What follows belongs to an exercise in optimizing a design on an open flow for small area; a production flow would make more cautious choices.
In this exercise RTL edits were held to simulation tests only and were not proved equivalent to the original.
Power is estimated from default activity; no workload was simulated.

==> design/flow/design.v <==
`timescale 1ns/1ns
package decodePkg;
	typedef struct packed {
		logic [5:0]				opcode;
		logic [5-1:0]	rd;
		logic [5-1:0]	rs1;
		logic [5-1:0]	rs2;
		logic [5:0]				unused;
		logic [5-1:0]	shamt;
	} regView;
	typedef struct packed {
		logic [5:0]		opcode;
		logic [2:0]		cond;
		logic [22:0]	offsetLow;
	} branchView;
	typedef union packed {
		regView		r;
		branchView	b;
	} instrWord;
	typedef enum logic [1:0] {
		EXU_ALU	= 2'b00,
		EXU_MDU	= 2'b01,
		EXU_FPU	= 2'b10
	} exuSel;
	typedef enum logic [2:0] {
		B_NEQ, B_EQ, B_GT, B_LT, B_GTE, B_LTE, B_OVFL, B_UNCON
	} branchCond;
endpackage
`timescale 1ns/1ns
module instrDecoder (
	input	decodePkg::instrWord		instr,
	output	logic [5-1:0]		readAddr0,
	output	logic						readEn0,
	output	logic [5-1:0]		readAddr1,
	output	logic						readEn1,
	output	logic [5-1:0]		writeAddr,
	output	logic						writeEn,
	output	decodePkg::exuSel			exu,
	output	logic [3:0]					aluOp,
	output	logic [2:0]					fpuOp,
	output	logic						mduOp,
	output	decodePkg::branchCond		branchOp,
	output	logic [5-1:0]		shiftAmt,
	output	logic [26-1:0]		offset,
	output	logic						memValid,
	output	logic						memWrite,
	output	logic						memToReg,
	output	logic						flagEn,
	output	logic						branchCmd,
	output	logic						jumpCmd,
	output	logic						callCmd,
	output	logic						retCmd,
	output	logic						loadCmd,
	output	logic						storeCmd,
	output	logic						aluCmd,
	output	logic						cacheFlush,
	output	logic						halt,
	output	logic						npuCfg,
	output	logic						npuEnq,
	output	logic						npuDeq
);
	logic [5:0]	op;
	logic		isLink;
	logic		isMem;
	logic		isShift;
	logic		isFpu;
	logic		isMdu;
	assign op		= instr.r.opcode;
	assign isLink	= (op == 6'b01_0001) || (op == 6'b01_0010);
	assign isMem	= (op == 6'b01_0100) || (op == 6'b01_0101);
	assign isShift	= (op == 6'b00_1000) || (op == 6'b00_1001) || (op == 6'b00_1010);
	assign isFpu	= (op >= 6'b01_1000) && (op <= 6'b01_1110);
	assign isMdu	= (op == 6'b01_0110) || (op == 6'b01_0111);
	assign writeEn		= !((op == 6'b00_1100) || (op == 6'b01_0000) || (op == 6'b01_0101) ||
							(op == 6'b01_1111) || (op == 6'b10_0000) || (op == 6'b10_0100));
	assign writeAddr	= isLink ? 5'd1 : instr.r.rd;
	assign readEn0		= !((op == 6'b00_0011) || (op == 6'b00_1100) || (op == 6'b01_0000) ||
							(op == 6'b01_1111) || (op == 6'b10_0000) || (op == 6'b10_0101));
	assign readAddr0	= ((op == 6'b00_0010) || (op == 6'b10_0100)) ? instr.r.rd :
							(isLink ? 5'd1 : instr.r.rs1);
	assign readEn1		= !((op == 6'b00_0010) || (op == 6'b00_0011) || (op == 6'b00_0111) || isShift ||
							(op == 6'b00_1100) || (op == 6'b01_0000) || (op == 6'b01_0001) ||
							(op == 6'b01_1100) || (op == 6'b01_1101) || (op == 6'b01_1110) ||
							(op == 6'b01_1111) || (op == 6'b10_0000) || (op == 6'b10_0100) ||
							(op == 6'b10_0101));
	assign readAddr1	= (op == 6'b01_0101) ? instr.r.rd :
							((op == 6'b01_0100) ? instr.r.rs1 :
							((op == 6'b01_0010) ? '0 : instr.r.rs2));
	assign flagEn		= !((op == 6'b00_0010) || (op == 6'b00_0011) || (op == 6'b00_1100) ||
							(op == 6'b01_0000) || isLink || isMem || (op == 6'b01_1111) ||
							(op == 6'b10_0000) || (op == 6'b10_0100) || (op == 6'b10_0101));
	assign memToReg		= (op == 6'b01_0100);
	assign memValid		= isMem || isLink;
	assign memWrite		= (op == 6'b01_0101) || (op == 6'b01_0001);
	assign exu			= isFpu ? decodePkg::EXU_FPU :
							(isMdu ? decodePkg::EXU_MDU : decodePkg::EXU_ALU);
	assign aluOp		= (isMem || isLink) ? 4'b0000 : op[3:0];
	assign fpuOp		= op[2:0];
	assign mduOp		= op[0];
	assign shiftAmt		= isShift ? instr.r.shamt : '0;
	assign branchOp		= decodePkg::branchCond'(instr.b.cond);
	assign offset		= {instr.b.cond, instr.b.offsetLow};
	assign branchCmd	= (op == 6'b01_0000);
	assign jumpCmd		= (op == 6'b01_0001);
	assign callCmd		= (op == 6'b01_0001);
	assign retCmd		= (op == 6'b01_0010);
	assign loadCmd		= (op == 6'b00_0010);
	assign storeCmd		= (op == 6'b01_0101);
	assign aluCmd		= (op == 6'b00_0010) || (op == 6'b00_0011) || isMem;
	assign cacheFlush	= (op == 6'b00_1100);
	assign halt			= (op == 6'b01_1111);
	assign npuCfg		= (op == 6'b10_0000);
	assign npuEnq		= (op == 6'b10_0100);
	assign npuDeq		= (op == 6'b10_0101);
endmodule
`timescale 1ns/1ns
module regFile (
	input	logic						clk,
	input	logic [5-1:0]		readAddr0,
	input	logic						readEn0,
	input	logic [5-1:0]		readAddr1,
	input	logic						readEn1,
	input	logic						wbEn,
	input	logic [5-1:0]		wbAddr,
	input	logic [32-1:0]			wbData,
	output	logic [32-1:0]			readData0,
	output	logic [32-1:0]			readData1
);
	logic [32-1:0]	regs [32];
	always_ff @(posedge clk) begin
		if (wbEn && wbAddr != 5'd0)
			regs[wbAddr] <= wbData;
	end
	always_comb begin
		if (!readEn0 || readAddr0 == 5'd0)
			readData0 = 32'd0;
		else if (wbEn && wbAddr == readAddr0)
			readData0 = wbData;
		else
			readData0 = regs[readAddr0];
		if (!readEn1 || readAddr1 == 5'd0)
			readData1 = 32'd0;
		else if (wbEn && wbAddr == readAddr1)
			readData1 = wbData;
		else
			readData1 = regs[readAddr1];
	end
endmodule
`timescale 1ns/1ns
module issueRegister (
	input	logic						clk,
	input	logic						arstN,
	input	logic						instValid,
	input	logic [32-1:0]			readData0,
	input	logic [32-1:0]			readData1,
	input	logic [5-1:0]		decWriteAddr,
	input	logic						decWriteEn,
	input	decodePkg::exuSel			decExu,
	input	logic [3:0]					decAluOp,
	input	logic [2:0]					decFpuOp,
	input	logic						decMduOp,
	input	decodePkg::branchCond		decBranchOp,
	input	logic [5-1:0]		decShiftAmt,
	input	logic [26-1:0]		decOffset,
	input	logic						decMemValid,
	input	logic						decMemWrite,
	input	logic						decMemToReg,
	input	logic						decFlagEn,
	input	logic						decBranchCmd,
	input	logic						decJumpCmd,
	input	logic						decCallCmd,
	input	logic						decRetCmd,
	input	logic						decLoadCmd,
	input	logic						decStoreCmd,
	input	logic						decAluCmd,
	input	logic						decCacheFlush,
	input	logic						decHalt,
	input	logic						decNpuCfg,
	input	logic						decNpuEnq,
	input	logic						decNpuDeq,
	output	logic						issueValid,
	output	logic [32-1:0]			operandA,
	output	logic [32-1:0]			operandB,
	output	logic [5-1:0]		writeAddr,
	output	logic						writeEn,
	output	decodePkg::exuSel			exu,
	output	logic [3:0]					aluOp,
	output	logic [2:0]					fpuOp,
	output	logic						mduOp,
	output	decodePkg::branchCond		branchOp,
	output	logic [5-1:0]		shiftAmt,
	output	logic [26-1:0]		offset,
	output	logic						memValid,
	output	logic						memWrite,
	output	logic						memToReg,
	output	logic						flagEn,
	output	logic						branchCmd,
	output	logic						jumpCmd,
	output	logic						callCmd,
	output	logic						retCmd,
	output	logic						loadCmd,
	output	logic						storeCmd,
	output	logic						aluCmd,
	output	logic						cacheFlush,
	output	logic						halt,
	output	logic						npuCfg,
	output	logic						npuEnq,
	output	logic						npuDeq
);
	localparam int CTRL_W = 16;
	logic [CTRL_W-1:0]	ctrlD;
	logic [CTRL_W-1:0]	ctrlQ;
	assign ctrlD = {decWriteEn, decMemValid, decMemWrite, decFlagEn,
					decBranchCmd, decJumpCmd, decCallCmd, decRetCmd,
					decLoadCmd, decStoreCmd, decAluCmd, decCacheFlush,
					decHalt, decNpuCfg, decNpuEnq, decNpuDeq};
	assign {writeEn, memValid, memWrite, flagEn,
			branchCmd, jumpCmd, callCmd, retCmd,
			loadCmd, storeCmd, aluCmd, cacheFlush,
			halt, npuCfg, npuEnq, npuDeq} = ctrlQ;
	always_ff @(posedge clk or negedge arstN) begin
		if (!arstN) begin
			issueValid	<= 1'b0;
			ctrlQ		<= '0;
		end else begin
			issueValid	<= instValid;
			ctrlQ		<= instValid ? ctrlD : '0;
		end
	end
	always_ff @(posedge clk) begin
		if (instValid) begin
			operandA	<= readData0;
			operandB	<= readData1;
			writeAddr	<= decWriteAddr;
			exu			<= decExu;
			aluOp		<= decAluOp;
			fpuOp		<= decFpuOp;
			mduOp		<= decMduOp;
			branchOp	<= decBranchOp;
			shiftAmt	<= decShiftAmt;
			offset		<= decOffset;
			memToReg	<= decMemToReg;
		end
	end
endmodule
`timescale 1ns/1ns
module decodeUnit (
	input	logic						clk,
	input	logic						arstN,
	input	logic						instValid,
	input	logic [32-1:0]		instr,
	input	logic						wbEn,
	input	logic [5-1:0]		wbAddr,
	input	logic [32-1:0]			wbData,
	output	logic						issueValid,
	output	logic [32-1:0]			operandA,
	output	logic [32-1:0]			operandB,
	output	logic [5-1:0]		writeAddr,
	output	logic						writeEn,
	output	logic [1:0]					exu,
	output	logic [3:0]					aluOp,
	output	logic [2:0]					fpuOp,
	output	logic						mduOp,
	output	logic [2:0]					branchOp,
	output	logic [5-1:0]		shiftAmt,
	output	logic [26-1:0]		offset,
	output	logic						memValid,
	output	logic						memWrite,
	output	logic						memToReg,
	output	logic						flagEn,
	output	logic						branchCmd,
	output	logic						jumpCmd,
	output	logic						callCmd,
	output	logic						retCmd,
	output	logic						loadCmd,
	output	logic						storeCmd,
	output	logic						aluCmd,
	output	logic						cacheFlush,
	output	logic						halt,
	output	logic						npuCfg,
	output	logic						npuEnq,
	output	logic						npuDeq
);
	logic [5-1:0]	readAddr0;
	logic [5-1:0]	readAddr1;
	logic					readEn0;
	logic					readEn1;
	logic [32-1:0]		readData0;
	logic [32-1:0]		readData1;
	logic [5-1:0]	decWriteAddr;
	logic					decWriteEn;
	decodePkg::exuSel		decExu;
	logic [3:0]				decAluOp;
	logic [2:0]				decFpuOp;
	logic					decMduOp;
	decodePkg::branchCond	decBranchOp;
	logic [5-1:0]	decShiftAmt;
	logic [26-1:0]	decOffset;
	logic					decMemValid;
	logic					decMemWrite;
	logic					decMemToReg;
	logic					decFlagEn;
	logic					decBranchCmd;
	logic					decJumpCmd;
	logic					decCallCmd;
	logic					decRetCmd;
	logic					decLoadCmd;
	logic					decStoreCmd;
	logic					decAluCmd;
	logic					decCacheFlush;
	logic					decHalt;
	logic					decNpuCfg;
	logic					decNpuEnq;
	logic					decNpuDeq;
	instrDecoder decoder (
		.instr		(instr),
		.readAddr0	(readAddr0),
		.readEn0	(readEn0),
		.readAddr1	(readAddr1),
		.readEn1	(readEn1),
		.writeAddr	(decWriteAddr),
		.writeEn	(decWriteEn),
		.exu		(decExu),
		.aluOp		(decAluOp),
		.fpuOp		(decFpuOp),
		.mduOp		(decMduOp),
		.branchOp	(decBranchOp),
		.shiftAmt	(decShiftAmt),
		.offset		(decOffset),
		.memValid	(decMemValid),
		.memWrite	(decMemWrite),
		.memToReg	(decMemToReg),
		.flagEn		(decFlagEn),
		.branchCmd	(decBranchCmd),
		.jumpCmd	(decJumpCmd),
		.callCmd	(decCallCmd),
		.retCmd		(decRetCmd),
		.loadCmd	(decLoadCmd),
		.storeCmd	(decStoreCmd),
		.aluCmd		(decAluCmd),
		.cacheFlush	(decCacheFlush),
		.halt		(decHalt),
		.npuCfg		(decNpuCfg),
		.npuEnq		(decNpuEnq),
		.npuDeq		(decNpuDeq)
	);
	regFile regs (.*);
	issueRegister issue (.*);
endmodule
==> design/flow/run.sh <==
#!/bin/bash
# synth_recipe.tcl (not shown) runs the flow's synth.tcl, then flattens the netlist and writes it again
# the make line also repeats each setting of config.mk as NAME=value (left out here)
make -C /OpenROAD-flow-scripts/flow DESIGN_CONFIG=/design/flow/config.mk WORK_HOME=/design/flow/orfs CLKGATE_MAP_FILE= SYNTH_SCRIPT=/design/flow/synth_recipe.tcl finish
==> design/flow/config.mk <==
export PLATFORM = sky130hd
export DESIGN_NAME = decodeUnit
export DESIGN_NICKNAME = decodeUnit
export VERILOG_FILES = /design/flow/design.v
export SDC_FILE = /design/flow/constraint.sdc
export NUM_CORES = 4
export LEC_CHECK = 0
export CAP_MARGIN = 20
export CORE_MARGIN = 2
export CORE_UTILIZATION = 40
export SLEW_MARGIN = 20
==> design/flow/constraint.sdc <==
create_clock -name core_clock -period 6.0 [get_ports {clk}]
set_input_delay 1.2000 -clock core_clock [delete_from_list [all_inputs] [get_ports {clk}]]
set_output_delay 1.2000 -clock core_clock [all_outputs]
set_load 0.01 [all_outputs]
==> run notes <==
-- worst max-delay path, stage by stage --
cell and delay (ps):
clkdlybuf4s50_1 670, nor4b_2 490, a21boi_1 230, o21ai_4 880, buf_12 350, mux4_2 530, a2111oi_0 640, o21ai_1 190
a32o_1 290
-- flip-flops by register name, indices dropped and copies added, names as in the netlist, 3 cells and up --
name,cells
regs.regs,1024
issue.operandA,32
issue.operandB,32
issue.offset,23
issue.ctrlQ,15
issue.shiftAmt,5
issue.writeAddr,5
issue.aluOp,4
issue.branchOp,3
issue.fpuOp,3
-- cells by family (layout without fill, tap and decap cells) --
kind of cell           after synthesis  in the layout  synth area share (%)
buffers and inverters              362            669                  3.07
AND/OR/NAND/NOR                   1607           1607                  12.5
other                                1             34               0.00699
flip-flops                        1150           1150                  64.2
AO/OA/AOI/OAI                      987            987                  12.8
multiplexers                       301            301                  7.21
XOR/XNOR                            11             11                 0.194
-- metrics by stage --
| stage | util, % | power [uW] | cell area (um2) | hold slack [ps] | std cells |
|---|---|---|---|---|---|
| floorplan | - | 10400 | 53700 | 696 | 4450 |
| global placement | 44.6 | 11600 | 59400 | 749 | 6297 |
| detailed placement | 44.6 | 11600 | 59400 | 751 | 6297 |
| CTS | 47.6 | 19200 | 63400 | 771 | 6524 |
| global route | 47.5 | 19600 | 63400 | 813 | 6525 |
| finish | 47.5 | 19200 | 63400 | 771 | 6527 |
-- synth_stat cells, drive strengths merged, types with 15 or more instances --
library cell	number	share of area (%)
o21ai	75	0.73
o22ai	33	0.38
a22o	26	0.42
nand4	65	0.76
o2111ai	34	0.56
buf	140	1.5
nand2	1206	8.4
a2bb2oi	32	0.56
nor4	38	0.47
mux2	35	0.73
nor2	98	0.70
o221ai	24	0.39
o211ai	74	1.0
a31oi	67	0.78
dfrtp	16	0.75
edfxtp	1134	64
nor3	15	0.16
mux2i	202	3.8
a32o	63	1.2
nand3	140	1.3
a2111oi	96	1.9
a32oi	33	0.54
mux4	64	2.7
a21oi	386	3.6
clkbuf	214	1.5
-- final cells by class --
| type | instances | area share [%] |
|---|---|---|
| Antenna cell | 2 | 0.00790 |
| Clock buffer | 151 | 5.15 |
| Clock inverter | 76 | 1.17 |
| Inverter | 8 | 0.0474 |
| Multi-Input combinational cell | 2938 | 28.7 |
| Sequential cell | 1150 | 54.4 |
| Tap cell | 1768 | 3.49 |
| Timing Repair Buffer | 434 | 7.10 |
-- per-layer routing --
layer | wire length [um] | vias to the layer above | GRT usage, %
li1 | - | 17285 | -
met1 | 79700 | 20855 | 40.5
met2 | 92500 | 3340 | 45.3
met3 | 27800 | 630 | 8.09
met4 | 10800 | 10 | 13.5
met5 | 96 | - | 0.245
-- power by group --
group          total [uW]  switching [uW]  internal (uW)  leakage, uW
Sequential           9170             123           9040       0.0106
Clock                7650            3250           4400      0.00194
Combinational        2350            1540            809      0.00890
Total               19200            4910          14300       0.0214
-- final timing paths --
kind	endpoint	from	cells after the start	slack, ps
max	issue.operandB[18]	instr[26]	9	980
min	issue.operandA[16]	regs.regs[15][16]	3	770
max reg2reg	issue.operandB[23]	regs.regs[7][23]	4	3590
min reg2reg	issue.operandA[16]	regs.regs[15][16]	3	770
max in group asynchronous	issue.ctrlQ[3]	arstN	1	4670
min in group asynchronous	issue.ctrlQ[4]	arstN	1	900
==> results_dict.tcl <==
set metrics [dict create \
    synth_area_mm2 0.0536 \
    wl_per_cell_um 32.3 \
    synth-edff-count 1134 \
    layout_setup_ws_ps 976 \
    worst_setup_path_start_kind "primary input" \
    grt_pass1_wl_um 293000 \
    seq_area_frac_synth_pct 64.2 \
    rsz0062_at_grt "false" \
    placementRows 134 \
    hpwlAfterDp_um 123000 \
    multiInputGateArea_mm2 0.0182 \
    track_usage_pct 30.0 \
    gp_congestion 0.887 \
    drive_gt1_share_pct 13.1 \
    cp_data_arrival_time_ps 5530 \
    grt_start_max_net_pins 101 \
    core_mm2 0.133 \
    synth.distinct_cells 83 \
    clock_latency_ps 770 \
    htree_levels 3 \
    cp_max_fo 34 \
    synth-warning-count 2 \
    cts.sinks 1150 \
    clockBufferDepth 3 \
    cp.required_ps 6500 \
    nFillCells 11708 \
    drt_pass1_iterations 6 \
    power_density_mw_per_mm2 302 \
    initial_utilization_pct 40.2 \
    vias 42120 \
    tightest_slew_ps 1210 \
    numCtsBuffers 121 \
    p_leak_uw 0.0214 \
    grt_pass1_vias 39442 \
    hold_buffers 0 \
    vias_per_cell 6.45 \
    ir_drop_uv 236 \
    fmax_mhz 199 \
    grt.overflow.total 0 \
    final_common_cell "nand2_1" \
    first_iter_violations 7240 \
    fin_crit_sh_pct 83.7 \
    io_buffers 203 \
    area_growth_pct 18.2 \
    fin_tns_setup_ps 0 \
    min_period_ps 5020 \
    cts_setup_buffers 0 \
    path_clk_slew_ps 60 \
    ctsResizeCount 0 \
    place_ws_ps 265 \
    slew_violations 0 \
    hold_path.class "reg -> reg" \
    criticalPathCategory "in -> reg" \
    die_y_um 370 \
    maxCapViolCount 0 \
    die_w_um 370 \
    synth-main-ff-cell "edfxtp_1" \
    async_flop_share_pct 1.39 \
    num_io_pins 204 \
    hold_violations 0 \
    fin_nets 4726 \
    antenna_found_initial 6 \
    drt_wl_total_um 211000 \
    synth_seq_cells 1150 \
    cp-end-kind "flop" \
    final_cell_mix "nand2_1 (1202), edfxtp_1 (1134), a21oi_1 (385), mux2i_1 (199), clkdlybuf4s50_1 (191)" \
    skew_ps 43.5 \
    dieArea_mm2 0.137 \
    ant_nets 0 \
    regArea_mm2 0.0345 \
    status "timing/DRC/antenna clean" \
    cts_tree "built" \
    clock_tree.root_cell "clkbuf_16" \
    syn_inst 4419 \
    drc 0 \
    syn_avg_cell_area_um2 12.1 \
    finalSetupViolCount 0 \
    max_slew_margin_pct 19.3 \
]

## what the ideal ports hide
How much do the figures lean on ideal ports? The routed layout below was timed once more, with nothing changed but the port constraints.
Step 1 (the two cells are an assumption about what drives the block):
set clk [get_ports {clk}]
set_driving_cell -lib_cell sky130_fd_sc_hd__clkbuf_16 $clk
set_driving_cell -lib_cell sky130_fd_sc_hd__buf_2 [delete_from_list [all_inputs] $clk]
Step 2 adds t to the input delays and takes it off the output delays; t is the mean of the earliest and latest rising clock arrival at the registers after step 1. Input paths then give back, and output paths get back, about the clock's delay inside the block.
a / b / c = no drivers / after step 1 / after step 2; a / b = the first two.
t (ns): 0.815
setup slack, ns: 0.976 / 1.016 / 0.201
slew at the worst register clock pin (ns): 0.07 / 0.07
worst slew at a driven data input, ns: 0.21
After both steps setup and hold are still met in this run. The setup slack of this run moves by +0.040 ns with the drivers and by -0.775 ns with both steps.
